What follows belongs to an exercise in optimizing a design on an open flow for small area; a production flow would make more cautious choices.
RTL that was checked went through simulation tests only; none was proved equivalent to the original.
Function not checked in run 2: the RTL went through the layout flow alone.
Power is estimated from default activity; no workload was simulated.

==> flow/run.sh <==
#!/bin/bash
# Standard layout (standard.sh) with two changes:
#  - synthesis maps logic with an area-oriented ABC script (flow/abc_area.script);
#    registers and their names are untouched, ABC only maps combinational logic;
#  - every input and output port gets the smallest buffer (buf_1).
set -euo pipefail
rm -rf scripts_custom
cp -r "$FLOW_HOME/scripts" scripts_custom
cp flow/abc_area.script scripts_custom/abc_speed.script
export SCRIPTS_DIR="$PWD/scripts_custom"
export BUFFER_PORTS_ARGS="-buffer_cell sky130_fd_sc_hd__buf_1"
bash standard.sh > standard_flow.log 2>&1
==> flow/abc_area.script <==
strash
dch
map -a
topo
stime -c
==> standard.sh <==
#!/bin/bash
# synth_recipe.tcl (not shown) runs the flow's synth.tcl, then flattens the netlist and writes it again
# the make line also repeats each setting of config.mk as NAME=value (left out here)
make -C /OpenROAD-flow-scripts/flow DESIGN_CONFIG=/design/flow/config.mk WORK_HOME=/design/flow/orfs CLKGATE_MAP_FILE= SYNTH_SCRIPT=/design/flow/synth_recipe.tcl "${@:-finish}"
==> config.mk <==
export PLATFORM = sky130hd
export DESIGN_NAME = programmable_pulse_generator
export DESIGN_NICKNAME = programmable_pulse_generator
export VERILOG_FILES = /design/flow/design.v
export SDC_FILE = /design/flow/constraint.sdc
export NUM_CORES = 4
export LEC_CHECK = 0
export CAP_MARGIN = 20
export CORE_MARGIN = 2
export CORE_UTILIZATION = 40
export CTS_BUF_LIST = sky130_fd_sc_hd__clkbuf_16
export CTS_CLUSTER_DIAMETER = 80
export CTS_CLUSTER_SIZE = 25
export SLEW_MARGIN = 20
==> constraint.sdc <==
create_clock -name core_clock -period 5.5 [get_ports {clk}]
set_input_delay 1.1000 -clock core_clock [delete_from_list [all_inputs] [get_ports {clk}]]
set_output_delay 1.1000 -clock core_clock [all_outputs]
set_load 0.01 [all_outputs]
==> design.v <==
package pulse_gen_pkg;
    localparam int DEFAULT_CNT_W = 16;
    localparam logic [1:0] MODE_ONESHOT = 2'b00;
    localparam logic [1:0] MODE_BURST   = 2'b01;
    localparam logic [1:0] MODE_CONT    = 2'b10;
    localparam logic [1:0] MODE_GATED   = 2'b11;
    function automatic logic [DEFAULT_CNT_W-1:0] inc(input logic [DEFAULT_CNT_W-1:0] v);
        logic c;
        c = 1'b1;
        for (int i = 0; i < DEFAULT_CNT_W; i++) begin
            inc[i] = v[i] ^ c;
            c      = c & v[i];
        end
    endfunction
endpackage
module pulse_gen_channel #(
    parameter int CNT_W = pulse_gen_pkg::DEFAULT_CNT_W
) (
    input  logic             clk,
    input  logic             rst,
    input  logic             start,
    input  logic             stop,
    input  logic             gated,
    input  logic             cont,
    input  logic             per_le1,
    input  logic [CNT_W-1:0] nload_cnt,
    input  logic [CNT_W-1:0] nload_pl,
    input  logic [CNT_W-1:0] nwcl,
    input  logic [CNT_W-1:0] nlm1,
    output logic             pulse,
    output logic             busy,
    output logic             done
);
    logic             b, h, lch, gact, sl, cq;
    logic [CNT_W-1:0] ncnt, nhq, nlq, npl;
    logic             idle, cnt_hi0, pl_hi0, phase_end, fin, fire, gfire, rise, kill;
    logic             b_n, h_n, lch_n, gact_n;
    assign idle      = ~b & ~lch;
    assign cnt_hi0   = &ncnt[CNT_W-1:1];
    assign pl_hi0    = &npl[CNT_W-1:2];
    assign phase_end = cnt_hi0 & (ncnt[0] ^ h);
    assign fin       = ~cq & pl_hi0 & npl[1];
    assign rise      = start & sl;
    assign fire      = gact ? (pl_hi0 & npl[0]) : per_le1;
    assign gfire     = idle & gated & start & fire;
    assign kill      = rst | stop;
    logic             s_load, s_inc, s_lq, s_hq, pl_en, pl_step;
    logic [CNT_W-1:0] cnt_inc, pl_inc;
    assign s_load  = idle;
    assign s_inc   = ~idle & ~phase_end;
    assign s_lq    = ~idle & phase_end & h;
    assign s_hq    = ~idle & phase_end & ~h;
    assign pl_en   = idle | (b & h & phase_end);
    assign pl_step = ~idle | (gated & gact);
    assign cnt_inc = pulse_gen_pkg::inc(ncnt);
    assign pl_inc  = pulse_gen_pkg::inc(npl);
    always_comb begin
        if (b) begin
            b_n = ~(h & phase_end & fin);
            h_n = h ? (~phase_end | fin) : phase_end;
        end else if (lch) begin
            b_n = 1'b1;
            h_n = phase_end;
        end else begin
            b_n = gfire;
            h_n = gfire;
        end
    end
    assign lch_n  = idle & ~gated & rise;
    assign gact_n = idle & gated & start & ~fire;
    always_ff @(posedge clk) begin
        if (kill) begin
            b    <= 1'b0;
            h    <= 1'b0;
            lch  <= 1'b0;
            gact <= 1'b0;
        end else begin
            b    <= b_n;
            h    <= h_n;
            lch  <= lch_n;
            gact <= gact_n;
        end
        sl <= ~start & ~rst;
        ncnt <= ({CNT_W{s_load}} & nload_cnt) | ({CNT_W{s_inc}} & cnt_inc)
              | ({CNT_W{s_lq}} & nlq) | ({CNT_W{s_hq}} & nhq);
        if (idle) begin
            nhq <= nwcl;
            nlq <= nlm1;
            cq  <= cont;
        end
        if (pl_en) npl <= pl_step ? pl_inc : nload_pl;
    end
    assign pulse = b & h;
    assign busy  = b;
    assign done  = ~b & h;
endmodule
module programmable_pulse_generator #(
    parameter int NUM_CH = 4,
    parameter int CNT_W  = pulse_gen_pkg::DEFAULT_CNT_W
) (
    input  logic              clk,
    input  logic              rst,
    input  logic [NUM_CH-1:0] start,
    input  logic [NUM_CH-1:0] stop,
    input  logic [1:0]        mode,
    input  logic [CNT_W-1:0]  delay_cfg,
    input  logic [CNT_W-1:0]  width_cfg,
    input  logic [CNT_W-1:0]  period_cfg,
    input  logic [CNT_W-1:0]  count_cfg,
    output logic [NUM_CH-1:0] pulse,
    output logic [NUM_CH-1:0] busy,
    output logic [NUM_CH-1:0] done
);
    logic             gated, cont, per_le1;
    logic [CNT_W-1:0] wcl, lm1, load_cnt, load_pl;
    logic [CNT_W:0]   lc;
    assign gated   = (mode == pulse_gen_pkg::MODE_GATED);
    assign cont    = (mode == pulse_gen_pkg::MODE_CONT);
    assign per_le1 = (period_cfg[CNT_W-1:1] == '0);
    assign wcl = {width_cfg[CNT_W-1:1], width_cfg[0] | (width_cfg == '0)};
    assign lc = {1'b0, period_cfg} + {1'b0, ~wcl};
    assign lm1 = lc[CNT_W] ? lc[CNT_W-1:0] : '0;
    assign load_cnt = gated ? wcl : delay_cfg;
    assign load_pl  = gated ? period_cfg
                    : ((mode == pulse_gen_pkg::MODE_BURST) ? count_cfg : '0);
    for (genvar i = 0; i < NUM_CH; i++) begin : g_ch
        pulse_gen_channel #(
            .CNT_W(CNT_W)
        ) u_ch (
            .clk      (clk),
            .rst      (rst),
            .start    (start[i]),
            .stop     (stop[i]),
            .gated    (gated),
            .cont     (cont),
            .per_le1  (per_le1),
            .nload_cnt(~load_cnt),
            .nload_pl (~load_pl),
            .nwcl     (~wcl),
            .nlm1     (~lm1),
            .pulse    (pulse[i]),
            .busy     (busy[i]),
            .done     (done[i])
        );
    end
endmodule
==> summary.txt, run 1 <==
DIE HEIGHT: 185.9 um
Synth warnings: 1
Reg power frac: 0.610
Worst setup SP type: input port
Post-CTS Setup Bufs: 0
largest net degree at the start of global routing: 40
hold_buf cts: 0
ANT cells: 0
Top Ports: 88
mean post-synth cell area: 10.81 sq um
register area share after synthesis: 0.5715
Critical Path RT: 5.76 ns
drt wl/cell: 19.77 um
Worst-Skew Late Latency: 0.51 ns
M1 GR Usage: 0.3035
die width: 185.9 um
H-tree depth: 1
final setup TNS: 0 ns
Final setup viols: 0
cell type with the largest total area after synthesis: edfxtp_1
Routed Antenna Nets: 0
Core Box Area: 32540 sq um
Pre-antenna DRT Iters: 5
Final Max Tran Viols: 0
die area: 34570 sq um
Max Cap Viol: 0
top cells by area, synth: edfxtp_1, dfxtp_1, ha_1
relative slew slack: 0.3460
RSZ-0062 raised after global routing: no
gpl congestion: 0.8991
skew final: 0.03058 ns
Crit Path Max Fanout: 7
NetSw: 0.001077 W
status: finished clean
Hold Path Class: reg -> reg
Synth Net Count: 1430
fin crit period: 4.447 ns
cts repair resizes: 0
DRT iter0 DRCs: 862
worst vdd ir: 0.0002198 V
gr ovfl total: 0
CTS clock-pin slew for the worst setup and hold paths: 0.10 ns
Least-Margin Pin Slew: 0.9750 ns
CTS Buf Count: 15
area share of the largest cell type after synthesis: 0.4445
Clk pwr share: 0.292
DRC Markers: 0
CTS Buffer Depth: 3
GR Util met3: 0.03991
crit path kind: in -> reg
Fmax: 224.9 MHz
Starting Density: 0.4069
internal cell power: 0.003184 W
most common cell after layout, fill and taps aside: nand2_1
Final period util: 0.8085
CP max stage cell: nor4_1
PD cells: 289.8 nW/um^2
Worst Path Arrival: 4.70 ns
Combinational Power Share: 0.098
first-pass GRT wire length: 54530 um
crit-path cells: buf_1 > nor4_1 > a41oi_1 > ha_1 > fa_1 > a21oi_1 > o21bai_1 > nand3_1 > nand2_1 > nand3_1 > clkinv_1 > nor2_1 > clkinv_1 > nand3_1 > o2111ai_1 > a21boi_0 > o21ai_0
vias per cell: 5.446
placed wire-length estimate: 26660 um
critical path's largest stage delay: 0.68 ns
Sink Count: 280
layer with the highest usage: met2
Rows: 66
root buf cell: clkbuf_16
PortBufs: 87
number of global-route vias before repair: 9308
initial antenna violation count: 0
Overall Global Routing Usage: 0.2086
Total Wirelength: 35320 um
#FFs+latches synth: 280
highest-count cells in the layout ignoring fill and taps: nand2_1, edfxtp_1, ha_1
Mapped Cells: 1225
M2 GR Usage: 0.3265
Final Hold Viols: 0
layout cells sized above 1: 0.04613
Top cell by count, worst path: nand3_1
area growth from synthesis to layout: 11.08%
Vias: 9727
synth unique cells: 27
Mapped Area: 13240 sq um
Inst Count DP: 1760
switch share: 0.2527
leak pwr: 5.179 nW
critical path capture point type: flip-flop
Final nets: 1540
CTS tree: built
Non-Filler Instances: 1786
-- state kept, by name, summed over array words and instances (netlist names) --
register        cells
g_ch.u_ch.nhq      64
g_ch.u_ch.npl      64
g_ch.u_ch.h         4
g_ch.u_ch.ncnt     64
g_ch.u_ch.gact      4
g_ch.u_ch.cq        4
g_ch.u_ch.nlq      64
g_ch.u_ch.lch       4
g_ch.u_ch.sl        4
g_ch.u_ch.b         4
-- per-stage QoR --
stage / setup WS (ns) / total power [W] / hold WS, ns / util / instance area (sq um)
CTS: 1.048 / 0.004282 / 0.4584 / 0.4518 / 14700
global placement: 0.7383 / 0.003053 / 0.4344 / 0.4371 / 14220
detailed placement: 0.5297 / 0.003060 / 0.4442 / 0.4377 / 14240
finish: 1.053 / 0.004261 / 0.4532 / 0.4520 / 14710
floorplan: 1.120 / 0.002851 / 0.4282 / - / 13240
global route: 0.7394 / 0.004436 / 0.4890 / 0.4520 / 14710
-- cell families after synthesis --
| group | count (synthesis) | synth area share |
|---|---|---|
| simple gates | 495 | 0.1618 |
| flops | 280 | 0.5715 |
| compound gates | 229 | 0.1091 |
| fa+ha+maj | 129 | 0.1225 |
| buf+inv | 77 | 0.02523 |
| xor+xnor | 15 | 0.009923 |
-- cell usage after synthesis --
cell type  count
nand2_1      254
edfxtp_1     196
nor3b_1        4
clkinv_1      65
nand3_1       83
a21oi_1       36
a21boi_0       2
nor2_1        85
o31ai_1        8
o311ai_0       1
o21ai_0      107
a41oi_1        1
o2111ai_1     65
fa_1           1
buf_4         12
a21o_2         3
and2_2         2
or2_2          4
nor4_1        10
ha_1         128
o21bai_1       2
xor2_1        15
nand4_1       29
a31oi_1        4
nand3b_1       8
nor3_1        16
dfxtp_1       84
-- power by group through the flow --
stage	clock, W	sequential (W)	combinational (W)
3_3_place_gp	0	0.00264	0.000409
6_report	0.00124	0.00260	0.000418
3_5_place_dp	0	0.00264	0.000416
2_1_floorplan	0	0.00258	0.000269
4_1_cts	0.00127	0.00260	0.000419
5_1_grt	0.00133	0.00262	0.000483
-- area by class of cell --
| type | instances | area, sq um |
|---|---|---|
| clock inverters | 11 | 82.58 |
| multi-input cells | 868 | 5423 |
| flip-flops and latches | 280 | 7567 |
| clock buffers | 15 | 375.4 |
| repair buffers | 105 | 461.7 |
| inverters | 65 | 244.0 |
| well taps | 442 | 553.0 |
| fillers | 3134 | 17830 |
-- final timing paths --
kind	from	end	slack, ns	depth (start not counted)
min	g_ch[2].u_ch.sl	g_ch[2].u_ch.lch	0.45	2
max	width_cfg[13]	g_ch[3].u_ch.nlq[15]	1.05	17
max reg2reg	g_ch[0].u_ch.npl[0]	g_ch[0].u_ch.npl[15]	1.74	18
min reg2reg	g_ch[2].u_ch.sl	g_ch[2].u_ch.lch	0.45	2
-- critical path, delay by kind of cell --
kind,cells,cell delay [ns]
AOI/OAI and AO/OA,6,1.40
and+or+nand+nor,6,1.15
adders and majority gates,2,0.76
buffers and inverters,3,0.29
-- layer usage --
layer / wire length (um) / part of all wire / up-vias
li1: - / - / 4752
met1: 16370 / 0.46 / 4626
met2: 15820 / 0.45 / 314
met3: 2607 / 0.074 / 35
met4: 518 / 0.015 / 0
met5: 0 / 0 / -
==> inputs of run 2 (changes only) <==
--- a/design.v
+++ b/design.v
@@ -118,7 +118,24 @@
     assign cont    = (mode == pulse_gen_pkg::MODE_CONT);
     assign per_le1 = (period_cfg[CNT_W-1:1] == '0);
     assign wcl = {width_cfg[CNT_W-1:1], width_cfg[0] | (width_cfg == '0)};
-    assign lc = {1'b0, period_cfg} + {1'b0, ~wcl};
+    logic [CNT_W-1:0] pg, pp, gg, gp;
+    assign pg = period_cfg & ~wcl;
+    assign pp = period_cfg ^ ~wcl;
+    always_comb begin
+        gg = pg;
+        gp = pp;
+        for (int d = 1; d < CNT_W; d = d * 2)
+            for (int i = 2 * d - 1; i < CNT_W; i = i + 2 * d) begin
+                gg[i] = gg[i] | (gp[i] & gg[i-d]);
+                gp[i] = gp[i] & gp[i-d];
+            end
+        for (int d = CNT_W / 4; d >= 1; d = d / 2)
+            for (int i = 3 * d - 1; i < CNT_W; i = i + 2 * d) begin
+                gg[i] = gg[i] | (gp[i] & gg[i-d]);
+                gp[i] = gp[i] & gp[i-d];
+            end
+    end
+    assign lc = {gg[CNT_W-1], pp ^ {gg[CNT_W-2:0], 1'b0}};
     assign lm1 = lc[CNT_W] ? lc[CNT_W-1:0] : '0;
     assign load_cnt = gated ? wcl : delay_cfg;
     assign load_pl  = gated ? period_cfg
==> run 2 against run 1 <==
Sequential share of layout area grew 0.45 points; design area shrank 0.87%; critical path type unchanged; via count fell by 3.1%; die area fell by 0.92%; highest routed layer unchanged; clock power hardly changed; largest cell class unchanged.
==> summary.txt, run 2 <==
Max Cap Viol: 0 (unchanged)
Critical Path RT: 5.73 ns (was 5.76 ns)
Sink Count: 280 (unchanged)
Crit Path Max Fanout: 4 (was 7)
CTS tree: built (unchanged)
Pre-antenna DRT Iters: 7 (was 5)
most common cell in the synthesized netlist: nand2_1 (unchanged)
area growth from synthesis to layout: 11.16% (was 11.08%)
Rows: 66 (unchanged)
top cells by area, synth: edfxtp_1, dfxtp_1, ha_1 (unchanged)
leak pwr: 5.077 nW (was 5.179 nW)
number of synthesized flops with an enable pin: 196 (unchanged)
crit path kind: in -> reg (unchanged)
initial antenna violation count: 0 (unchanged)
area share of the largest cell type after synthesis: 0.4488 (was 0.4445)
layout cells sized above 1: 0.04577 (was 0.04613)
cts repair resizes: 0 (unchanged)
DRC Markers: 0 (unchanged)
final setup margin: 1.275 ns (was 1.053 ns)
first-pass GRT wire length: 54320 um (was 54530 um)
Worst setup SP type: input port (unchanged)
skew final: 0.01930 ns (was 0.03058 ns)
Core Box Area: 32370 sq um (was 32540 sq um)
CTS Buf Count: 15 (unchanged)
Combinational Power Share: 0.097 (was 0.098)
internal cell power: 0.003185 W (was 0.003184 W)
Total Wirelength: 35210 um (was 35320 um)
cell type with the largest total area after synthesis: edfxtp_1 (unchanged)
Overall Global Routing Usage: 0.2095 (was 0.2086)
Reg power frac: 0.610 (about the same)
PD cells: 290.2 nW/um^2 (was 289.8 nW/um^2)
worst vdd ir: 0.0003040 V (was 0.0002198 V)
H-tree depth: 1 (unchanged)
Final setup viols: 0 (unchanged)
largest net degree at the start of global routing: 50 (was 40)
final setup TNS: 0 ns (unchanged)
Synth Flop Type: edfxtp_1 (unchanged)
Post-CTS Setup Bufs: 0 (unchanged)
Fmax: 236.7 MHz (was 224.9 MHz)
Least-Margin Pin Slew: 1.054 ns (was 0.9750 ns)
critical path capture point type: flip-flop (unchanged)
relative slew slack: 0.2935 (was 0.3460)
number of global-route vias before repair: 9275 (was 9308)
highest-count cells in the layout ignoring fill and taps: nand2_1, edfxtp_1, ha_1 (unchanged)
gr ovfl total: 0 (unchanged)
register area share after synthesis: 0.5770 (was 0.5715)
Synth Net Count: 1385 (was 1430)
RSZ-0062 raised after global routing: no (unchanged)
Synth warnings: 2 (was 1)
Clk pwr share: 0.293 (was 0.292)
vias per cell: 5.445 (was 5.446)
DRT iter0 DRCs: 817 (was 862)
Worst Path Arrival: 4.45 ns (was 4.70 ns)
PortBufs: 87 (unchanged)
DIE HEIGHT: 185.1 um (was 185.9 um)
Vias: 9426 (was 9727)
Final Hold Viols: 0 (unchanged)
ys async rst share: 0 (unchanged)
NetSw: 0.001045 W (was 0.001077 W)
CTS clock-pin slew for the worst setup and hold paths: 0.10 ns (about the same)
fin crit period: 4.225 ns (was 4.447 ns)
Routed Antenna Nets: 0 (unchanged)
#FFs+latches synth: 280 (unchanged)
status: finished clean (unchanged)
Mapped Area: 13120 sq um (was 13240 sq um)
gpl congestion: 0.8605 (was 0.8991)
synth unique cells: 27 (unchanged)
switch share: 0.2471 (was 0.2527)
Final nets: 1492 (was 1540)
root buf cell: clkbuf_16 (unchanged)
Hold Path Class: reg -> reg (unchanged)
placed wire-length estimate: 26130 um (was 26660 um)
most common cell after layout, fill and taps aside: nand2_1 (unchanged)
Final period util: 0.7682 (was 0.8085)
ANT cells: 0 (unchanged)
CTS Buffer Depth: 3 (unchanged)
Fin Hold WS: 0.4379 ns (was 0.4532 ns)
die width: 185.1 um (was 185.9 um)
mean post-synth cell area: 11.17 sq um (was 10.81 sq um)
hold_buf cts: 0 (unchanged)
Worst-Skew Late Latency: 0.50 ns (was 0.51 ns)
Mapped Cells: 1174 (was 1225)
drt wl/cell: 20.34 um (was 19.77 um)
Starting Density: 0.4051 (was 0.4069)
most common library cells after synthesis: nand2_1, edfxtp_1, ha_1 (unchanged)
dpl ws: 0.7438 ns (was 0.5297 ns)
Top Ports: 88 (unchanged)
die area: 34250 sq um (was 34570 sq um)
Final Max Tran Viols: 0 (unchanged)
==> run 2: cell types whose count changed after synthesis, sizes merged, moves of 4 or more <==
| cell | delta |
|---|---|
| xor2 | -6 |
| clkinv | -5 |
| a21oi | -13 |
| fa | +7 |
| nand2 | -12 |
| xnor2 | +4 |
| nor2 | -20 |
==> run 2: power by group through the flow <==
stage / clock network [W] / logic, W / registers [W]
6_report: 0.00124 / 0.000411 / 0.00258
3_3_place_gp: 0 / 0.000401 / 0.00263
4_1_cts: 0.00126 / 0.000412 / 0.00258
2_1_floorplan: 0 / 0.000255 / 0.00258
3_5_place_dp: 0 / 0.000409 / 0.00263
5_1_grt: 0.00134 / 0.000471 / 0.00260
==> run 2: critical path, stage by stage <==
cell,delay [ns]
buf_1,0.09
nor4_1,0.40
a41oi_1,0.32
ha_1,0.30
fa_1,0.40
a21o_2,0.21
a21oi_1,0.25
nor4_1,0.08
nor2_1,0.24
o211a_1,0.25
clkinv_1,0.08
a31oi_1,0.16
fa_1,0.44
clkinv_1,0.05
nand2_1,0.09
==> run 2: logic make-up (layout without fill, tap and decap cells) <==
kind of cell,after synthesis,after routing,share of synthesized area
simple gates,461,461,0.1532
flops,280,280,0.5770
compound gates,213,213,0.1037
fa+ha+maj,135,135,0.1334
buf+inv,72,187,0.02404
xor+xnor,13,13,0.008682
==> run 2: metrics by stage <==
step	std cells	area (sq um)	utilization	power (W)
CTS	1730	14540	0.4493	0.004254
floorplan	1174	13120	-	0.002834
finish	1731	14580	0.4504	0.004231
global route	1731	14580	0.4504	0.004409
global placement	1705	14080	0.4349	0.003026
detailed placement	1705	14080	0.4349	0.003035
==> run 2: area by class of cell <==
| cell class | instances | area, sq um |
|---|---|---|
| multi-input combinational | 822 | 5311 |
| clock buffer | 17 | 425.4 |
| clock inverter | 8 | 37.54 |
| sequential | 280 | 7567 |
| inverter | 60 | 225.2 |
| timing repair buffer | 102 | 459.2 |
| tap | 442 | 553.0 |
| fill | 3074 | 17790 |
==> run 2: path summary, 6_finish.rpt <==
| check | start | cells after the start | slack [ns] | to |
|---|---|---|---|---|
| max | width_cfg[3] | 15 | 1.27 | g_ch[2].u_ch.nlq[14] |
| min | g_ch[1].u_ch.sl | 2 | 0.44 | g_ch[1].u_ch.lch |
| max reg2reg | g_ch[2].u_ch.npl[0] | 18 | 1.78 | g_ch[2].u_ch.npl[15] |
| min reg2reg | g_ch[1].u_ch.sl | 2 | 0.44 | g_ch[1].u_ch.lch |
==> run 2: layer usage <==
layer,vias up,track usage,part of all wire
met5,-,0,0
met4,0,0.04540,0.019
met3,31,0.02320,0.063
met2,301,0.3516,0.47
met1,4519,0.2933,0.45
li1,4575,-,-
==> inputs of run 3 (changes only) <==
--- a/design.v
+++ b/design.v
@@ -21,7 +21,6 @@
     input  logic             start,
     input  logic             stop,
     input  logic             gated,
-    input  logic             cont,
     input  logic             per_le1,
     input  logic [CNT_W-1:0] nload_cnt,
     input  logic [CNT_W-1:0] nload_pl,
@@ -31,7 +30,7 @@
     output logic             busy,
     output logic             done
 );
-    logic             b, h, lch, gact, sl, cq;
+    logic             b, h, lch, gact, sl;
     logic [CNT_W-1:0] ncnt, nhq, nlq, npl;
     logic             idle, cnt_hi0, pl_hi0, phase_end, fin, fire, gfire, rise, kill;
     logic             b_n, h_n, lch_n, gact_n;
@@ -39,7 +38,7 @@
     assign cnt_hi0   = &ncnt[CNT_W-1:1];
     assign pl_hi0    = &npl[CNT_W-1:2];
     assign phase_end = cnt_hi0 & (ncnt[0] ^ h);
-    assign fin       = ~cq & pl_hi0 & npl[1];
+    assign fin       = pl_hi0 & npl[1] & ~npl[0];
     assign rise      = start & sl;
     assign fire      = gact ? (pl_hi0 & npl[0]) : per_le1;
     assign gfire     = idle & gated & start & fire;
@@ -50,7 +49,7 @@
     assign s_inc   = ~idle & ~phase_end;
     assign s_lq    = ~idle & phase_end & h;
     assign s_hq    = ~idle & phase_end & ~h;
-    assign pl_en   = idle | (b & h & phase_end);
+    assign pl_en   = idle | (b & h & phase_end & ~(pl_hi0 & npl[1] & npl[0]));
     assign pl_step = ~idle | (gated & gact);
     assign cnt_inc = pulse_gen_pkg::inc(ncnt);
     assign pl_inc  = pulse_gen_pkg::inc(npl);
@@ -86,7 +85,6 @@
         if (idle) begin
             nhq <= nwcl;
             nlq <= nlm1;
-            cq  <= cont;
         end
         if (pl_en) npl <= pl_step ? pl_inc : nload_pl;
     end
@@ -111,11 +109,10 @@
     output logic [NUM_CH-1:0] busy,
     output logic [NUM_CH-1:0] done
 );
-    logic             gated, cont, per_le1;
+    logic             gated, per_le1;
     logic [CNT_W-1:0] wcl, lm1, load_cnt, load_pl;
     logic [CNT_W:0]   lc;
     assign gated   = (mode == pulse_gen_pkg::MODE_GATED);
-    assign cont    = (mode == pulse_gen_pkg::MODE_CONT);
     assign per_le1 = (period_cfg[CNT_W-1:1] == '0);
     assign wcl = {width_cfg[CNT_W-1:1], width_cfg[0] | (width_cfg == '0)};
     logic [CNT_W-1:0] pg, pp, gg, gp;
@@ -138,8 +135,9 @@
     assign lc = {gg[CNT_W-1], pp ^ {gg[CNT_W-2:0], 1'b0}};
     assign lm1 = lc[CNT_W] ? lc[CNT_W-1:0] : '0;
     assign load_cnt = gated ? wcl : delay_cfg;
-    assign load_pl  = gated ? period_cfg
-                    : ((mode == pulse_gen_pkg::MODE_BURST) ? count_cfg : '0);
+    assign load_pl  = gated ? {period_cfg[CNT_W-1:1], period_cfg[0] | (period_cfg == '0)}
+                    : (mode == pulse_gen_pkg::MODE_BURST) ? {count_cfg[CNT_W-1:1], count_cfg[0] | (count_cfg == '0)}
+                    : {{(CNT_W-1){1'b0}}, mode == pulse_gen_pkg::MODE_ONESHOT};
     for (genvar i = 0; i < NUM_CH; i++) begin : g_ch
         pulse_gen_channel #(
             .CNT_W(CNT_W)
@@ -149,7 +147,6 @@
             .start    (start[i]),
             .stop     (stop[i]),
             .gated    (gated),
-            .cont     (cont),
             .per_le1  (per_le1),
             .nload_cnt(~load_cnt),
             .nload_pl (~load_pl),
==> flow/abc_area.script (replaced) <==
&get -n
&st
&dch
&nf -R 1000
&st
&dch
&nf -R 1000
&put
topo
stime -c
--- a/config.mk
+++ b/config.mk
@@ -11,4 +11,5 @@
 export CTS_BUF_LIST = sky130_fd_sc_hd__clkbuf_16
 export CTS_CLUSTER_DIAMETER = 80
 export CTS_CLUSTER_SIZE = 25
+export GPL_TIMING_DRIVEN = 0
 export SLEW_MARGIN = 20
==> run 3 against run 2 <==
Largest cell class unchanged; still clean on timing, DRC and antenna; worst hold slack got worse by 0.015 ns; sequential power shrank 3%; sequential share of layout area fell by 0.72 points; via count down 6.4%; largest power group unchanged; sequential cell count shrank 4.
==> summary.txt, run 3 <==
status: finished clean (unchanged)
Synth warnings: 2 (unchanged)
RSZ-0062 raised after global routing: no (unchanged)
Hold Path Class: reg -> reg (unchanged)
Final period util: 0.9365 (was 0.7682)
Fin Hold WS: 0.4231 ns (was 0.4379 ns)
Final nets: 1390 (was 1492)
Synth Net Count: 1267 (was 1385)
Worst Path Arrival: 5.34 ns (was 4.45 ns)
Crit Path Max Fanout: 6 (was 4)
skew final: 0.01541 ns (was 0.01930 ns)
storage element area: 7447 sq um (was 7567 sq um)
relative slew slack: 0.3003 (was 0.2935)
Multi-input gate area: 5381 sq um (was 5311 sq um)
ANT cells: 0 (unchanged)
CTS tree: built (unchanged)
final setup margin: 0.3491 ns (was 1.275 ns)
Filler cells: 2893 (was 3074)
PortBufs: 87 (unchanged)
PD cells: 284.2 nW/um^2 (was 290.2 nW/um^2)
most common library cells after synthesis: edfxtp_1, ha_1, a22oi_1 (was nand2_1, edfxtp_1, ha_1)
DRT iter0 DRCs: 512 (was 817)
highest-count cells in the layout ignoring fill and taps: edfxtp_1, ha_1, a22oi_1 (was nand2_1, edfxtp_1, ha_1)
Final Max Tran Viols: 0 (unchanged)
CTS Buf Count: 15 (unchanged)
Mapped Area: 12880 sq um (was 13120 sq um)
number of synthesized flops with an enable pin: 192 (was 196)
drt wl/cell: 19.64 um (was 20.34 um)
Starting Density: 0.4071 (was 0.4051)
gr ovfl total: 0 (unchanged)
Worst setup SP type: input port (unchanged)
Rows: 65 (was 66)
initial antenna violation count: 0 (unchanged)
gpl congestion: 0.8297 (was 0.8605)
CTS Buffer Depth: 3 (unchanged)
Core Box Area: 31640 sq um (was 32370 sq um)
dpl ws: -0.3000 ns (was 0.7438 ns)
most common cell in the synthesized netlist: edfxtp_1 (was nand2_1)
layout cells sized above 1: 0.06066 (was 0.04577)
die area: 33650 sq um (was 34250 sq um)
placed wire-length estimate: 24100 um (was 26130 um)
worst vdd ir: 0.0001708 V (was 0.0003040 V)
Max Cap Viol: 0 (unchanged)
Final setup viols: 0 (unchanged)
register area share after synthesis: 0.5782 (was 0.5770)
Least-Margin Pin Slew: 1.046 ns (was 1.054 ns)
root buf cell: clkbuf_16 (unchanged)
area growth from synthesis to layout: 12.96% (was 11.16%)
Fmax: 194.1 MHz (was 236.7 MHz)
die width: 183.4 um (was 185.1 um)
ys async rst share: 0 (unchanged)
critical path capture point type: flip-flop (unchanged)
Top Ports: 88 (unchanged)
largest net degree at the start of global routing: 33 (was 50)
crit path kind: in -> reg (unchanged)
vias per cell: 5.550 (was 5.445)
cell type with the largest total area after synthesis: edfxtp_1 (unchanged)
Total Wirelength: 31210 um (was 35210 um)
Mapped Cells: 1056 (was 1174)
first-pass GRT wire length: 49260 um (was 54320 um)
fin crit period: 5.151 ns (was 4.225 ns)
H-tree depth: 1 (unchanged)
Routed Antenna Nets: 0 (unchanged)
DRC Markers: 0 (unchanged)
area share of the largest cell type after synthesis: 0.4476 (was 0.4488)
mean post-synth cell area: 12.20 sq um (was 11.17 sq um)
Overall Global Routing Usage: 0.1903 (was 0.2095)
most common cell after layout, fill and taps aside: edfxtp_1 (was nand2_1)
Pre-antenna DRT Iters: 5 (was 7)
Synth Flop Type: edfxtp_1 (unchanged)
Worst-Skew Late Latency: 0.49 ns (was 0.50 ns)
#FFs+latches synth: 276 (was 280)
number of global-route vias before repair: 8700 (was 9275)
Final Hold Viols: 0 (unchanged)
Vias: 8819 (was 9426)
top cells by area, synth: edfxtp_1, dfxtp_1, ha_1 (unchanged)
total power: 0.004134 W (was 0.004231 W)
Post-CTS Setup Bufs: 0 (unchanged)
CTS clock-pin slew for the worst setup and hold paths: 0.10 ns (about the same)
DIE HEIGHT: 183.4 um (was 185.1 um)
synth unique cells: 33 (was 27)
leak pwr: 5.511 nW (was 5.077 nW)
Critical Path RT: 5.69 ns (was 5.73 ns)
Sink Count: 276 (was 280)
==> run 3: path summary, 6_finish.rpt <==
| check | startpoint | to | slack (ns) | cells after the start |
|---|---|---|---|---|
| setup / recovery | width_cfg[1] | g_ch[2].u_ch.nlq[14] | 0.35 | 15 |
| hold / removal | g_ch[3].u_ch.sl | g_ch[3].u_ch.lch | 0.42 | 2 |
| setup reg to reg | g_ch[0].u_ch.npl[0] | g_ch[0].u_ch.npl[15] | 1.82 | 17 |
| hold reg to reg | g_ch[3].u_ch.sl | g_ch[3].u_ch.lch | 0.42 | 2 |
==> run 3: per-layer routing <==
metal	wire length, um	vias up	global-route usage
met1	14510	4221	0.2678
met5	0	-	0
met4	1090	0	0.06304
li1	-	4347	-
met2	14280	198	0.3108
met3	1334	53	0.01704
==> run 3: layout make-up <==
cell class,instances,area share
plain buffers,12,0.006192
multi-input cells,743,0.3699
clock buffers,15,0.02580
clock inverters,10,0.003956
inverters,25,0.006450
well taps,402,0.03457
repair buffers,106,0.04128
flip-flops and latches,276,0.5119
==> run 3: cell families (layout without fill, tap and decap cells) <==
kind of cell | after synthesis | count (layout) | synth area share
DFF | 276 | 276 | 0.5782
xor gates and xnor gates | 19 | 19 | 0.01292
adders and majority gates | 135 | 135 | 0.1358
AOI/OAI and AO/OA | 255 | 255 | 0.1319
and+or+nand+nor | 319 | 319 | 0.1152
buffers and inverters | 37 | 168 | 0.01428
muxes | 15 | 15 | 0.01166
==> run 3: through the flow <==
stage               area [sq um]  setup TNS (ns)  std cells    util
floorplan                  12880               0       1056       -
global placement           13710         -141.81       1545  0.4333
detailed placement         14110          -15.11       1564  0.4460
CTS                        14540               0       1589  0.4596
global route               14550               0       1589  0.4599
finish                     14550               0       1589  0.4599
==> run 3: critical path: stages <==
cell and delay (ns):
buf_1 0.12, clkinv_1 0.21, nand4_1 0.25, nor4_1 0.37
a31oi_2 0.34, ha_1 0.30, fa_1 0.40, a21o_1 0.17
a21oi_1 0.23, o21ai_0 0.22, a31oi_1 0.43, o21ai_0 0.21
a31oi_1 0.26, fa_1 0.44, nand2b_1 0.25
==> run 3: what timing repair did <==
item / in CTS / in global routing
resized for setup: 0 / 1
setup endpoints to repair: 0 / 48
hold buffers: 0 / 0
==> run 3: power by group <==
part / switching (W) / internal, W / total (W) / leakage, nW
Clock: 0.000667 / 0.000512 / 0.00118 / 0.238
Combinational: 0.000277 / 0.000166 / 0.000443 / 2.72
Sequential: 0.0000853 / 0.00243 / 0.00251 / 2.56
Total: 0.00103 / 0.00310 / 0.00413 / 5.51
==> inputs of run 4 (changes only) <==
--- a/config.mk
+++ b/config.mk
@@ -7,9 +7,8 @@
 export LEC_CHECK = 0
 export CAP_MARGIN = 20
 export CORE_MARGIN = 2
-export CORE_UTILIZATION = 40
+export CORE_UTILIZATION = 65
 export CTS_BUF_LIST = sky130_fd_sc_hd__clkbuf_16
 export CTS_CLUSTER_DIAMETER = 80
 export CTS_CLUSTER_SIZE = 25
-export GPL_TIMING_DRIVEN = 0
 export SLEW_MARGIN = 20
==> run 4 against run 3 <==
Combinational power decreased by 2%; cell count fell by 9.0%; sequential power is essentially flat; register-to-register slack got worse by 0.02 ns; largest power group unchanged; via count grew 4.4%; critical path type unchanged; die area is 38% lower; still clean; synthesized cell count did not move; non-clock buffer count shrank 9; global-route usage up 12 points; clock skew rose by 0.0078 ns; total power is 0.21% higher.
==> summary.txt, run 4 <==
DIE HEIGHT: 144.8 um (was 183.4 um)
PD cells: 292.3 nW/um^2 (was 284.2 nW/um^2)
number of global-route vias before repair: 8535 (was 8700)
Worst-Skew Late Latency: 0.50 ns (was 0.49 ns)
Mapped Area: 12880 sq um (unchanged)
Fmax: 217.9 MHz (was 194.1 MHz)
Routed Antenna Nets: 0 (unchanged)
vias per cell: 6.365 (was 5.550)
Mapped Cells: 1056 (unchanged)
initial antenna violation count: 3 (was 0)
DRT iter0 DRCs: 823 (was 512)
relative slew slack: 0.2469 (was 0.3003)
Fin Hold WS: 0.4237 ns (was 0.4231 ns)
final setup TNS: 0 ns (unchanged)
DRC Markers: 0 (unchanged)
area share of the largest cell type after synthesis: 0.4476 (unchanged)
placed cell area: 13720 sq um (was 14110 sq um)
Least-Margin Pin Slew: 1.118 ns (was 1.046 ns)
root buf cell: clkbuf_16 (unchanged)
Worst Path Arrival: 4.80 ns (was 5.34 ns)
CP max stage cell: fa_1 (unchanged)
Worst setup SP type: input port (unchanged)
register area share after synthesis: 0.5782 (unchanged)
skew final: 0.02325 ns (was 0.01541 ns)
ys async rst share: 0 (unchanged)
hold_buf cts: 0 (unchanged)
mean post-synth cell area: 12.20 sq um (unchanged)
layout cells sized above 1: 0.05004 (was 0.06066)
Final setup viols: 0 (unchanged)
synth unique cells: 33 (unchanged)
Max Cap Viol: 0 (unchanged)
crit path kind: in -> reg (unchanged)
highest-count cells in the layout ignoring fill and taps: edfxtp_1, ha_1, a22oi_1 (unchanged)
Final Hold Viols: 0 (unchanged)
Vias: 9204 (was 8819)
worst vdd ir: 0.0002988 V (was 0.0001708 V)
Final nets: 1381 (was 1390)
Total Wirelength: 32160 um (was 31210 um)
CTS clock-pin slew for the worst setup and hold paths: 0.10 ns (about the same)
hold path start: g_ch[3].u_ch.sl (unchanged)
drt wl/cell: 22.24 um (was 19.64 um)
total power: 0.004143 W (was 0.004134 W)
crit-path cells: buf_1 > clkinv_1 > nand4_1 > nor4_1 > buf_4 > a31oi_1 > ha_1 > fa_1 > a21o_1 > a21oi_1 > o21ai_0 > a31oi_1 > o21ai_0 > a31oi_1 > fa_1 > nand2b_1 (was buf_1 > clkinv_1 > nand4_1 > nor4_1 > a31oi_2 > ha_1 > fa_1 > a21o_1 > a21oi_1 > o21ai_0 > a31oi_1 > o21ai_0 > a31oi_1 > fa_1 > nand2b_1)
critical path's largest stage delay: 0.44 ns (about the same)
area growth from synthesis to layout: 10.03% (was 12.96%)
critical path capture point type: flip-flop (unchanged)
Crit Path Max Fanout: 4 (was 6)
Final period util: 0.8345 (was 0.9365)
Filler cells: 1400 (was 2893)
Pre-antenna DRT Iters: 6 (was 5)
PortBufs: 87 (unchanged)
Synth Flop Type: edfxtp_1 (unchanged)
Synth Net Count: 1267 (unchanged)
Core Box Area: 19460 sq um (was 31640 sq um)
Starting Density: 0.6618 (was 0.4071)
most common cell in the synthesized netlist: edfxtp_1 (unchanged)
CTS Buffer Depth: 3 (unchanged)
placed wire-length estimate: 24100 um (about the same)
Rows: 51 (was 65)
first-pass GRT wire length: 48240 um (was 49260 um)
Top cell by count, worst path: a31oi_1
gr ovfl total: 0 (unchanged)
top cells by area, synth: edfxtp_1, dfxtp_1, ha_1 (unchanged)
crit path from: width_cfg[11] (was width_cfg[1])
Sink Count: 276 (unchanged)
Synth warnings: 2 (unchanged)
Hold Path Class: reg -> reg (unchanged)
cts repair resizes: 0 (unchanged)
Top Ports: 88 (unchanged)
RSZ-0062 raised after global routing: no (unchanged)
crit-path leading delay family: compound AO/OA/AOI/OAI gates (unchanged)
die width: 144.8 um (was 183.4 um)
CTS tree: built (unchanged)
#FFs+latches synth: 276 (unchanged)
leak pwr: 5.434 nW (was 5.511 nW)
Post-CTS Setup Bufs: 0 (unchanged)
worst r2r src: g_ch[1].u_ch.npl[0] (was g_ch[0].u_ch.npl[0])
Overall Global Routing Usage: 0.3113 (was 0.1903)
most common cell after layout, fill and taps aside: edfxtp_1 (unchanged)
CTS Buf Count: 15 (unchanged)
most common library cells after synthesis: edfxtp_1, ha_1, a22oi_1 (unchanged)
Critical Path RT: 5.71 ns (was 5.69 ns)
cell type with the largest total area after synthesis: edfxtp_1 (unchanged)
gpl congestion: 0.9176 (was 0.8297)
largest net degree at the start of global routing: 55 (was 33)
number of synthesized flops with an enable pin: 192 (unchanged)
H-tree depth: 1 (unchanged)
die area: 20960 sq um (was 33650 sq um)
Worst Path Buf+Inv: 3 (was 2)
status: finished clean (unchanged)
fin crit period: 4.590 ns (was 5.151 ns)
Final Max Tran Viols: 0 (unchanged)
Final Cell Area: 14170 sq um (was 14550 sq um)
## run 4: cell types whose count changed in the layout (fill, tap and decap cells not counted), sizes merged
cell	before	now
clkinv	26	25
diode	0	2
buf	117	109
inv	9	11
clkbuf	16	15
## run 4: power breakdown
| group | internal [W] | switching, W |
|---|---|---|
| registers | 0.00243 | 0.0000970 |
| logic | 0.000164 | 0.000271 |
| clock network | 0.000516 | 0.000666 |
## run 4: area by class of cell
| cell class | instances | area [sq um] | share of cell area |
|---|---|---|---|
| Antenna cell | 2 | 5.005 | 0.0003532 |
| Timing Repair Buffer | 109 | 495.5 | 0.03496 |
| Inverter | 25 | 93.84 | 0.006622 |
| Sequential cell | 276 | 7447 | 0.5255 |
| Tap cell | 265 | 331.6 | 0.02340 |
| Multi-Input combinational cell | 743 | 5359 | 0.3782 |
| Clock inverter | 11 | 63.81 | 0.004503 |
| Clock buffer | 15 | 375.4 | 0.02649 |
## run 4: final timing paths
| kind | endpoint | slack (ns) | cells after the start |
|---|---|---|---|
| worst min register to register | g_ch[3].u_ch.lch | 0.42 | 2 |
| worst min-delay path | g_ch[3].u_ch.lch | 0.42 | 2 |
| worst max-delay path | g_ch[1].u_ch.nlq[14] | 0.91 | 16 |
| worst max register to register | g_ch[1].u_ch.npl[15] | 1.80 | 17 |
## run 4: logic make-up after synthesis
kind of cell / count (synthesis) / share of synthesized area
compound gates: 255 / 0.1319
buf+inv: 37 / 0.01428
fa+ha+maj: 135 / 0.1358
flops: 276 / 0.5782
mux: 15 / 0.01166
xor+xnor: 19 / 0.01292
simple gates: 319 / 0.1152
## run 4: through the flow
step | util | setup slack [ns] | cells
after floorplan | - | 0.6731 | 1056
after global placement | 0.7035 | 0.2635 | 1417
after detailed placement | 0.7050 | 0.4228 | 1418
after CTS | 0.7275 | 0.9559 | 1444
after global routing | 0.7279 | 0.6623 | 1444
final | 0.7281 | 0.9103 | 1446
## run 4: worst reg2reg max path, delay by kind of cell, from the launching register on
| family | cells | cell delay (ns) |
|---|---|---|
| AOI/OAI and AO/OA | 1 | 0.05 |
| xor gates and xnor gates | 1 | 0.14 |
| adders and majority gates | 14 | 2.70 |
| DFF | 1 | 0.48 |
| and+or+nand+nor | 1 | 0.09 |
## run 4: per-layer routing
| metal | track usage | vias up | part of all wire |
|---|---|---|---|
| li1 | - | 4338 | - |
| met4 | 0.09147 | 0 | 0.031 |
| met2 | 0.5112 | 387 | 0.48 |
| met3 | 0.05791 | 64 | 0.084 |
| met5 | 0 | - | 0 |
| met1 | 0.4270 | 4415 | 0.41 |
==> inputs of run 5 (changes only) <==
--- a/config.mk
+++ b/config.mk
@@ -5,10 +5,10 @@
 export SDC_FILE = /design/flow/constraint.sdc
 export NUM_CORES = 4
 export LEC_CHECK = 0
-export CAP_MARGIN = 20
+export CAP_MARGIN = 0
 export CORE_MARGIN = 2
-export CORE_UTILIZATION = 65
+export CORE_UTILIZATION = 40
 export CTS_BUF_LIST = sky130_fd_sc_hd__clkbuf_16
 export CTS_CLUSTER_DIAMETER = 80
 export CTS_CLUSTER_SIZE = 25
-export SLEW_MARGIN = 20
+export SLEW_MARGIN = 0
==> run 5 against run 4 <==
Largest power group unchanged; worst setup slack got worse by 0.11 ns; largest cell class unchanged; still clean on timing, DRC and antenna; global-route usage fell by 11 points; die area rose by 61%; synthesized cell count did not move; first-iteration DRC count rose by 3.8%; synthesized area did not move; fmax fell by 2.4%; sequential share of layout area fell by 0.56 points; sequential power barely moved; worst hold slack improved by 0.00063 ns; clock skew fell by 0.011 ns.
==> summary.txt, run 5 <==
Final Max Tran Viols: 0 (unchanged)
Hold Path Class: reg -> reg (unchanged)
first-pass GRT wire length: 51960 um (was 48240 um)
H-tree depth: 1 (unchanged)
Starting Density: 0.4071 (was 0.6618)
area growth from synthesis to layout: 11.21% (was 10.03%)
drt wl/cell: 21.36 um (was 22.24 um)
DRC Markers: 0 (unchanged)
Post-CTS Setup Bufs: 0 (unchanged)
final setup TNS: 0 ns (unchanged)
final setup margin: 0.7955 ns (was 0.9103 ns)
status: finished clean (unchanged)
Worst Path Arrival: 4.92 ns (was 4.80 ns)
Max Cap Viol: 0 (unchanged)
CTS tree: built (unchanged)
Core Box Area: 31640 sq um (was 19460 sq um)
Rows: 65 (was 51)
PortBufs: 87 (unchanged)
gr ovfl total: 0 (unchanged)
Final Hold Viols: 0 (unchanged)
Final setup viols: 0 (unchanged)
placed wire-length estimate: 25160 um (was 24100 um)
Least-Margin Pin Slew: 1.237 ns (was 1.118 ns)
top cells by area, synth: edfxtp_1, dfxtp_1, ha_1 (unchanged)
largest net degree at the start of global routing: 54 (was 55)
dpl ws: 0.2728 ns (was 0.4228 ns)
Mapped Area: 12880 sq um (unchanged)
Routed Antenna Nets: 0 (unchanged)
Crit Path Max Fanout: 6 (was 4)
PD cells: 291.5 nW/um^2 (was 292.3 nW/um^2)
placed cell area: 13880 sq um (was 13720 sq um)
DIE HEIGHT: 183.4 um (was 144.8 um)
skew final: 0.01232 ns (was 0.02325 ns)
Worst setup SP type: input port (unchanged)
Final nets: 1381 (unchanged)
number of synthesized flops with an enable pin: 192 (unchanged)
gpl congestion: 0.8547 (was 0.9176)
number of global-route vias before repair: 8617 (was 8535)
Fmax: 212.6 MHz (was 217.9 MHz)
Total Wirelength: 33750 um (was 32160 um)
most common cell in the synthesized netlist: edfxtp_1 (unchanged)
Synth Flop Type: edfxtp_1 (unchanged)
#FFs+latches synth: 276 (unchanged)
register area share after synthesis: 0.5782 (unchanged)
Vias: 8931 (was 9204)
Non-Filler Instances: 1580 (was 1446)
Pre-antenna DRT Iters: 5 (was 6)
CTS clock-pin slew for the worst setup and hold paths: 0.10 ns (about the same)
area share of the largest cell type after synthesis: 0.4476 (unchanged)
root buf cell: clkbuf_16 (unchanged)
DRT iter0 DRCs: 854 (was 823)
synth unique cells: 33 (unchanged)
mean post-synth cell area: 12.20 sq um (unchanged)
highest-count cells in the layout ignoring fill and taps: edfxtp_1, ha_1, a22oi_1 (unchanged)
fin crit period: 4.704 ns (was 4.590 ns)
Top Ports: 88 (unchanged)
relative slew slack: 0.1706 (was 0.2469)
die area: 33650 sq um (was 20960 sq um)
Critical Path RT: 5.72 ns (was 5.71 ns)
Synth warnings: 2 (unchanged)
Overall Global Routing Usage: 0.2031 (was 0.3113)
crit path kind: in -> reg (unchanged)
cell type with the largest total area after synthesis: edfxtp_1 (unchanged)
Final Cell Area: 14320 sq um (was 14170 sq um)
CTS Buffer Depth: 3 (unchanged)
Final period util: 0.8554 (was 0.8345)
initial antenna violation count: 0 (was 3)
RSZ-0062 raised after global routing: no (unchanged)
Inst Count DP: 1555 (was 1418)
critical path capture point type: flip-flop (unchanged)
Synth Net Count: 1267 (unchanged)
Mapped Cells: 1056 (unchanged)
die width: 183.4 um (was 144.8 um)
worst vdd ir: 0.0002205 V (was 0.0002988 V)
most common library cells after synthesis: edfxtp_1, ha_1, a22oi_1 (unchanged)
leak pwr: 5.401 nW (was 5.434 nW)
cts repair resizes: 0 (unchanged)
ANT cells: 0 (was 2)
hold_buf cts: 0 (unchanged)
ys async rst share: 0 (unchanged)
layout cells sized above 1: 0.05008 (was 0.05004)
Sink Count: 276 (unchanged)
vias per cell: 5.653 (was 6.365)
most common cell after layout, fill and taps aside: edfxtp_1 (unchanged)
CTS Buf Count: 15 (unchanged)
Worst-Skew Late Latency: 0.49 ns (was 0.50 ns)
## run 5: cell counts after synthesis
Identical to the previous run, type by type.
## run 5: power by group
part           internal (W)  switching (W)
clock              0.000538       0.000673
sequential          0.00243      0.0000988
combinational      0.000163       0.000274
total               0.00313        0.00105
## run 5: layout make-up
| cell class | count | area [sq um] |
|---|---|---|
| multi-input combinational | 743 | 5341 |
| clock inverter | 9 | 46.29 |
| clock buffer | 16 | 400.4 |
| fill | 2896 | 17310 |
| tap | 402 | 503.0 |
| timing repair buffer | 109 | 491.7 |
| sequential | 276 | 7447 |
| inverter | 25 | 93.84 |
## run 5: per-stage QoR
stage,hold WS (ns),total power [W],utilization
after detailed placement,0.4147,0.003011,0.4386
after global routing,0.4556,0.004355,0.4528
after floorplan,0.3997,0.002808,-
final,0.4243,0.004175,0.4528
after CTS,0.4285,0.004200,0.4528
after global placement,0.4076,0.002997,0.4386
## run 5: path summary, 6_finish.rpt
check             slack (ns)                    end            startpoint  cells past startpoint
setup / recovery        0.80   g_ch[0].u_ch.nlq[14]         width_cfg[11]                     15
hold / removal          0.42       g_ch[3].u_ch.lch       g_ch[3].u_ch.sl                      2
setup reg to reg        1.83  g_ch[3].u_ch.ncnt[15]  g_ch[3].u_ch.ncnt[0]                     17
hold reg to reg         0.42       g_ch[3].u_ch.lch       g_ch[3].u_ch.sl                      2
## run 5: kinds of logic (layout without fill, tap and decap cells)
kind of cell / Yosys count / after routing / synth area share
AOI/OAI and AO/OA: 255 / 255 / 0.1319
DFF: 276 / 276 / 0.5782
buffers and inverters: 37 / 159 / 0.01428
adders and majority gates: 135 / 135 / 0.1358
and+or+nand+nor: 319 / 319 / 0.1152
muxes: 15 / 15 / 0.01166
xor gates and xnor gates: 19 / 19 / 0.01292
## run 5: critical path: stages
cell and delay [ns]:
buf_1 0.10, clkinv_1 0.16, nand4_1 0.28, nor4_1 0.25
a31oi_1 0.25, ha_1 0.27, fa_1 0.40, a21o_1 0.17
a21oi_1 0.22, o21ai_0 0.18, a31oi_1 0.40, o21ai_0 0.24
a31oi_1 0.26, fa_1 0.43, nand2b_1 0.20
## run 5: layer usage
| metal | track usage | wire [um] | vias to the layer above |
|---|---|---|---|
| met4 | 0.04512 | 670 | 0 |
| met2 | 0.3280 | 15510 | 276 |
| met1 | 0.2913 | 15460 | 4301 |
| met5 | 0 | 0 | - |
| met3 | 0.02833 | 2110 | 40 |
| li1 | - | - | 4314 |
==> inputs of run 6 (changes only) <==
--- a/config.mk
+++ b/config.mk
@@ -5,10 +5,10 @@
 export SDC_FILE = /design/flow/constraint.sdc
 export NUM_CORES = 4
 export LEC_CHECK = 0
-export CAP_MARGIN = 0
+export CAP_MARGIN = 20
 export CORE_MARGIN = 2
 export CORE_UTILIZATION = 40
 export CTS_BUF_LIST = sky130_fd_sc_hd__clkbuf_16
 export CTS_CLUSTER_DIAMETER = 80
 export CTS_CLUSTER_SIZE = 25
-export SLEW_MARGIN = 0
+export SLEW_MARGIN = 20
==> run 6 against run 5 <==
Sequential share of layout area decreased by 0.064 points; count of clock-buffer cells in the layout fell by 1; register-to-register slack got worse by 0.03 ns; worst hold slack better by 0.0027 ns; clock power about the same; die area stayed put; fmax rose by 1.8%; cell count hardly changed; global-route usage about the same; largest power group unchanged.
==> summary.txt, run 6 <==
Hold Path Class: reg -> reg (unchanged)
critical path capture point type: flip-flop (unchanged)
dpl ws: 0.2966 ns (was 0.2728 ns)
Worst-Skew Late Latency: 0.51 ns (was 0.49 ns)
Fmax: 216.4 MHz (was 212.6 MHz)
Final Max Tran Viols: 0 (unchanged)
number of synthesized flops with an enable pin: 192 (unchanged)
die width: 183.4 um (unchanged)
most common cell in the synthesized netlist: edfxtp_1 (unchanged)
Final setup viols: 0 (unchanged)
number of global-route vias before repair: 8644 (was 8617)
layout cells sized above 1: 0.05089 (was 0.05008)
Overall Global Routing Usage: 0.2031 (about the same)
Worst setup SP type: input port (unchanged)
worst vdd ir: 0.0002127 V (was 0.0002205 V)
Max Cap Viol: 0 (unchanged)
most common cell after layout, fill and taps aside: edfxtp_1 (unchanged)
ANT cells: 0 (unchanged)
placed wire-length estimate: 25130 um (was 25160 um)
ys async rst share: 0 (unchanged)
register area share after synthesis: 0.5782 (unchanged)
final setup margin: 0.8799 ns (was 0.7955 ns)
CTS tree: built (unchanged)
Filler cells: 2915 (was 2896)
#FFs+latches synth: 276 (unchanged)
Synth Net Count: 1267 (unchanged)
Routed Antenna Nets: 0 (unchanged)
initial antenna violation count: 0 (unchanged)
leak pwr: 5.433 nW (was 5.401 nW)
cts repair resizes: 0 (unchanged)
Rows: 65 (unchanged)
final setup TNS: 0 ns (unchanged)
Vias: 8954 (was 8931)
gpl congestion: 0.8547 (unchanged)
CTS Buffer Depth: 3 (unchanged)
first-pass GRT wire length: 51890 um (was 51960 um)
synth unique cells: 33 (unchanged)
PortBufs: 87 (unchanged)
relative slew slack: 0.2927 (was 0.1706)
vias per cell: 5.664 (was 5.653)
hold_buf cts: 0 (unchanged)
CTS clock-pin slew for the worst setup and hold paths: 0.10 ns (about the same)
Synth Flop Type: edfxtp_1 (unchanged)
H-tree depth: 1 (unchanged)
cell type with the largest total area after synthesis: edfxtp_1 (unchanged)
placed cell area: 13900 sq um (was 13880 sq um)
Post-CTS Setup Bufs: 0 (unchanged)
gr ovfl total: 0 (unchanged)
mean post-synth cell area: 12.20 sq um (unchanged)
Pre-antenna DRT Iters: 6 (was 5)
Final nets: 1381 (unchanged)
Final period util: 0.8400 (was 0.8554)
Total Wirelength: 33670 um (was 33750 um)
RSZ-0062 raised after global routing: no (unchanged)
Core Box Area: 31640 sq um (unchanged)
DRC Markers: 0 (unchanged)
fin crit period: 4.620 ns (was 4.704 ns)
total power: 0.004154 W (was 0.004175 W)
Final Hold Viols: 0 (unchanged)
crit path kind: in -> reg (unchanged)
Final Cell Area: 14340 sq um (was 14320 sq um)
Sink Count: 276 (unchanged)
largest net degree at the start of global routing: 54 (unchanged)
CTS Buf Count: 15 (unchanged)
Synth warnings: 2 (unchanged)
Critical Path RT: 5.74 ns (was 5.72 ns)
die area: 33650 sq um (unchanged)
DRT iter0 DRCs: 863 (was 854)
most common library cells after synthesis: edfxtp_1, ha_1, a22oi_1 (unchanged)
root buf cell: clkbuf_16 (unchanged)
Mapped Area: 12880 sq um (unchanged)
Starting Density: 0.4071 (unchanged)
highest-count cells in the layout ignoring fill and taps: edfxtp_1, ha_1, a22oi_1 (unchanged)
top cells by area, synth: edfxtp_1, dfxtp_1, ha_1 (unchanged)
Crit Path Max Fanout: 6 (unchanged)
DIE HEIGHT: 183.4 um (unchanged)
Least-Margin Pin Slew: 1.055 ns (was 1.237 ns)
skew final: 0.03030 ns (was 0.01232 ns)
drt wl/cell: 21.30 um (was 21.36 um)
status: finished clean (unchanged)
Top Ports: 88 (unchanged)
Worst Path Arrival: 4.86 ns (was 4.92 ns)
PD cells: 289.6 nW/um^2 (was 291.5 nW/um^2)
area growth from synthesis to layout: 11.35% (was 11.21%)
Mapped Cells: 1056 (unchanged)
area share of the largest cell type after synthesis: 0.4476 (unchanged)
-- run 6: cell counts after synthesis --
Identical to the previous run, type by type.
-- run 6: logic make-up after synthesis --
family / after synthesis / synth area share
simple gates: 319 / 0.1152
flops: 276 / 0.5782
compound gates: 255 / 0.1319
fa+ha+maj: 135 / 0.1358
buf+inv: 37 / 0.01428
xor+xnor: 19 / 0.01292
mux: 15 / 0.01166
-- run 6: area by class of cell --
class | instances | area, sq um | area share
flip-flops and latches | 276 | 7447 | 0.5193
clock inverters | 11 | 61.31 | 0.004275
multi-input cells | 743 | 5369 | 0.3744
repair buffers | 109 | 491.7 | 0.03429
inverters | 25 | 93.84 | 0.006543
clock buffers | 15 | 375.4 | 0.02617
well taps | 402 | 503.0 | 0.03507
-- run 6: stage by stage --
stage / cells / hold slack, ns / utilization
3_5_place_dp: 1555 / 0.4151 / 0.4393
6_report: 1581 / 0.4271 / 0.4533
3_3_place_gp: 1555 / 0.4076 / 0.4386
2_1_floorplan: 1056 / 0.3997 / -
4_1_cts: 1581 / 0.4262 / 0.4531
5_1_grt: 1581 / 0.4522 / 0.4533
-- run 6: final timing paths --
check                                         start              endpoint  slack, ns  depth (start not counted)
worst max register to register  g_ch[3].u_ch.npl[0]  g_ch[3].u_ch.npl[15]       1.80                         17
worst max-delay path                  width_cfg[11]  g_ch[1].u_ch.nlq[14]       0.88                         15
worst min-delay path                g_ch[3].u_ch.sl      g_ch[3].u_ch.lch       0.43                          2
worst min register to register      g_ch[3].u_ch.sl      g_ch[3].u_ch.lch       0.43                          2
-- run 6: per-layer routing --
layer / global-route usage / share of wire / vias to the layer above
li1: - / - / 4319
met3: 0.03546 / 0.069 / 39
met1: 0.2874 / 0.45 / 4302
met4: 0.04640 / 0.021 / 0
met5: 0 / 0 / -
met2: 0.3266 / 0.46 / 294
-- run 6: power by group --
part | switching [W] | leakage (nW) | internal [W]
registers | 0.0000989 | 2.56 | 0.00243
logic | 0.000274 | 2.64 | 0.000163
clock network | 0.000675 | 0.234 | 0.000513
total | 0.00105 | 5.43 | 0.00311
-- run 6: worst max-delay path, stage by stage --
cell	delay, ns
buf_1	0.10
clkinv_1	0.15
nand4_1	0.29
nor4_1	0.25
a31oi_1	0.25
ha_1	0.28
fa_1	0.40
a21o_1	0.17
a21oi_1	0.22
o21ai_0	0.18
a31oi_1	0.38
o21ai_0	0.23
a31oi_1	0.24
fa_1	0.42
nand2b_1	0.20
==> inputs of run 7 (changes only) <==
--- a/config.mk
+++ b/config.mk
@@ -9,6 +9,6 @@
 export CORE_MARGIN = 2
 export CORE_UTILIZATION = 40
 export CTS_BUF_LIST = sky130_fd_sc_hd__clkbuf_16
-export CTS_CLUSTER_DIAMETER = 80
-export CTS_CLUSTER_SIZE = 25
+export CTS_CLUSTER_DIAMETER = 60
+export CTS_CLUSTER_SIZE = 32
 export SLEW_MARGIN = 20
==> run 7 against run 6 <==
Largest cell class unchanged; largest power group unchanged; worst setup slack got worse by 0.013 ns; non-clock buffer count did not move; cell count rose by 0.51%; design area rose by 1.3%; still clean on timing, DRC and antenna; global-route usage rose by 0.12 points; fmax fell by 0.27%; first-iteration DRC count fell by 9.3%.
==> summary.txt, run 7 <==
status: finished clean (unchanged)
Post-Synth Adder-Cell Area: 0.1358 (unchanged)
root buf cell: clkbuf_16 (unchanged)
most common library cells after synthesis: edfxtp_1, ha_1, a22oi_1 (unchanged)
largest net degree at the start of global routing: 54 (unchanged)
largest family of logic cells by synthesized area: adder cells (unchanged)
register area share after synthesis: 0.5782 (unchanged)
CTS tree: built (unchanged)
Fmax: 215.9 MHz (was 216.4 MHz)
ANT cells: 0 (unchanged)
#FFs+latches synth: 276 (unchanged)
Final setup viols: 0 (unchanged)
Hold Path Class: reg -> reg (unchanged)
Reg power frac: 0.571 (was 0.609)
fin crit period: 4.633 ns (was 4.620 ns)
Overall Global Routing Usage: 0.2043 (was 0.2031)
Least-Margin Pin Slew: 1.045 ns (was 1.055 ns)
Final period util: 0.8423 (was 0.8400)
hold path start: g_ch[3].u_ch.sl (unchanged)
initial antenna violation count: 0 (unchanged)
number of global-route vias before repair: 8668 (was 8644)
cell type with the largest total area after synthesis: edfxtp_1 (unchanged)
top cells by area, synth: edfxtp_1, dfxtp_1, ha_1 (unchanged)
relative slew slack: 0.2960 (was 0.2927)
DRC Markers: 0 (unchanged)
hold depth: 2 (unchanged)
Top Ports: 88 (unchanged)
area growth from synthesis to layout: 12.76% (was 11.35%)
CTS Buffer Depth: 3 (unchanged)
DRT iter0 DRCs: 783 (was 863)
Final Cell Area: 14520 sq um (was 14340 sq um)
Starting Density: 0.4071 (unchanged)
area share of the largest cell type after synthesis: 0.4476 (unchanged)
Compound-Gate Fraction of Synth Area: 0.1319 (unchanged)
CP Capture Point: g_ch[3].u_ch.nlq[14] (was g_ch[1].u_ch.nlq[14])
Final nets: 1385 (was 1381)
Critical Path RT: 5.75 ns (was 5.74 ns)
Total Wirelength: 33680 um (was 33670 um)
cts repair resizes: 0 (unchanged)
ys async rst share: 0 (unchanged)
final setup TNS: 0 ns (unchanged)
number of synthesized flops with an enable pin: 192 (unchanged)
gr ovfl total: 0 (unchanged)
gpl congestion: 0.8547 (unchanged)
worst vdd ir: 0.0002205 V (was 0.0002127 V)
crit path kind: in -> reg (unchanged)
Final Hold Viols: 0 (unchanged)
first-pass GRT wire length: 52110 um (was 51890 um)
Mapped Area: 12880 sq um (unchanged)
PortBufs: 87 (unchanged)
R2R Setup Slk: 1.82 ns (was 1.80 ns)
placed wire-length estimate: 25130 um (unchanged)
Sink Count: 276 (unchanged)
synth unique cells: 33 (unchanged)
critical path capture point type: flip-flop (unchanged)
Synth warnings: 2 (unchanged)
Max Cap Viol: 0 (unchanged)
die area: 33650 sq um (unchanged)
Combinational Power Share: 0.099 (was 0.105)
Crit Reg-Reg Endpoint: g_ch[3].u_ch.ncnt[15] (was g_ch[3].u_ch.npl[15])
Post-Synth Simple-Gate Area: 0.1152 (unchanged)
Post-CTS Setup Bufs: 0 (unchanged)
mux contribution to synthesized area: 0.01166 (unchanged)
CTS clock-pin slew for the worst setup and hold paths: 0.08 ns (was 0.10 ns)
highest-count cells in the layout ignoring fill and taps: edfxtp_1, ha_1, a22oi_1 (unchanged)
most common cell in the synthesized netlist: edfxtp_1 (unchanged)
Final Max Tran Viols: 0 (unchanged)
vias per cell: 5.644 (was 5.664)
reg2reg path depth: 17 (unchanged)
internal cell power: 0.003288 W (was 0.003106 W)
Core Box Area: 31640 sq um (unchanged)
mean post-synth cell area: 12.20 sq um (unchanged)
Rows: 65 (unchanged)
Mapped Cells: 1056 (unchanged)
Synth Net Count: 1267 (unchanged)
most common cell after layout, fill and taps aside: edfxtp_1 (unchanged)
Worst-Skew Late Latency: 0.52 ns (was 0.51 ns)
RSZ-0062 raised after global routing: no (unchanged)
crit path from: width_cfg[11] (unchanged)
Worst setup SP type: input port (unchanged)
Pre-antenna DRT Iters: 5 (was 6)
Crit Path Max Fanout: 6 (unchanged)
drt wl/cell: 21.20 um (was 21.30 um)
DIE HEIGHT: 183.4 um (unchanged)
leak pwr: 5.511 nW (was 5.433 nW)
NetSw: 0.001140 W (was 0.001048 W)
skew final: 0.01737 ns (was 0.03030 ns)
Worst Path Arrival: 4.88 ns (was 4.86 ns)
worst r2r src: g_ch[3].u_ch.ncnt[0] (was g_ch[3].u_ch.npl[0])
placed cell area: 13900 sq um (unchanged)
switch share: 0.2575 (was 0.2523)
CTS Buf Count: 19 (was 15)
xor and xnor area share after synthesis: 0.01292 (unchanged)
die width: 183.4 um (unchanged)
hold_buf cts: 0 (unchanged)
PD cells: 304.9 nW/um^2 (was 289.6 nW/um^2)
Routed Antenna Nets: 0 (unchanged)
Clk pwr share: 0.330 (was 0.286)
Synth Flop Type: edfxtp_1 (unchanged)
H-tree depth: 1 (unchanged)
layout cells sized above 1: 0.05981 (was 0.05089)
Vias: 8968 (was 8954)
run 7: cell counts after synthesis:
No cell type changed its count.
run 7: through the flow:
stage               power, W  utilization  setup slack (ns)  cells  hold slack, ns
global placement    0.002997       0.4386            0.3115   1555          0.4076
global route        0.004626       0.4590            0.5800   1589          0.4515
floorplan           0.002808            -            0.6731   1056          0.3997
detailed placement  0.003011       0.4393            0.2966   1555          0.4151
CTS                 0.004460       0.4588            0.8277   1589          0.4314
finish              0.004428       0.4590            0.8672   1589          0.4258
run 7: kinds of logic after synthesis:
group                    Yosys count
buffers and inverters             37
AO/OA/AOI/OAI                    255
adder cells (fa/ha/maj)          135
AND/OR/NAND/NOR                  319
XOR/XNOR                          19
multiplexers                      15
flip-flops                       276
run 7: layout make-up:
type,count,area (sq um)
multi-input combinational,743,5369
clock buffer,20,500.5
timing repair buffer,109,491.7
inverter,25,93.84
tap,402,503.0
fill,2884,17110
sequential,276,7447
clock inverter,14,117.6
run 7: worst max-delay path: stages:
cell	delay [ns]
buf_1	0.10
clkinv_1	0.16
nand4_1	0.29
nor4_1	0.26
a31oi_1	0.24
ha_1	0.27
fa_1	0.40
a21o_1	0.17
a21oi_1	0.22
o21ai_0	0.18
a31oi_1	0.39
o21ai_0	0.24
a31oi_1	0.24
fa_1	0.42
nand2b_1	0.20
run 7: power by group through the flow:
| stage | Sequential (W) | Clock (W) | Combinational [W] |
|---|---|---|---|
| 6_report | 0.00253 | 0.00146 | 0.000438 |
| 3_3_place_gp | 0.00257 | 0 | 0.000426 |
| 5_1_grt | 0.00255 | 0.00158 | 0.000501 |
| 4_1_cts | 0.00253 | 0.00150 | 0.000438 |
| 2_1_floorplan | 0.00254 | 0 | 0.000271 |
| 3_5_place_dp | 0.00257 | 0 | 0.000437 |
run 7: worst min path at each step:
stage	endpoint	slack, ns
6_report	g_ch[3].u_ch.lch	0.43
3_3_place_gp	g_ch[0].u_ch.lch	0.41
4_1_cts	g_ch[0].u_ch.lch	0.43
5_1_grt	g_ch[3].u_ch.lch	0.45
3_5_place_dp	g_ch[0].u_ch.lch	0.42
2_1_floorplan	g_ch[3].u_ch.lch	0.40
run 7: routing by layer:
layer / vias to the layer above / track usage / part of all wire
met3: 42 / 0.03645 / 0.065
met1: 4311 / 0.2877 / 0.45
li1: 4340 / - / -
met2: 275 / 0.3268 / 0.46
met5: - / 0 / 0
met4: 0 / 0.05280 / 0.023

## afterwards: timing with drivers on the ports
No port has a modelled driver above. Below, the same layouts with a new extraction and two added sets of constraints. Step 1, drivers: a clkbuf_16 drives clk and a buf_2 each remaining input, both assumed. Step 2 moves the port delays by t, midway between the first and last clock arrival at a register: inputs arrive t later, outputs are due t later. That takes back most of the time a late clock gives input paths. Slacks: no drivers / after step 1 / after step 2; pairs: no drivers / after step 1.
| run | t (ns) | slack for setup (ns) | cell pins on the clock port's net |
|---|---|---|---|
| run 1 | 0.545 | 1.053 / 1.080 / 0.535 | 1 |
| run 2 | 0.538 | 1.275 / 1.305 / 0.768 | 1 |
| run 3 | 0.532 | 0.349 / 0.378 / -0.154 | 1 |
| run 4 | 0.538 | 0.910 / 0.936 / 0.397 | 1 |
| run 5 | 0.529 | 0.796 / 0.823 / 0.294 | 1 |
| run 6 | 0.541 | 0.880 / 0.908 / 0.367 | 1 |
| run 7 | 0.562 | 0.867 / 0.897 / 0.335 | 1 |
Met with ideal ports but missed after step 2: setup timing in run 3. For run 7, which loses most, drivers alone change the setup slack by +0.030 ns; drivers and shift together by -0.532 ns.
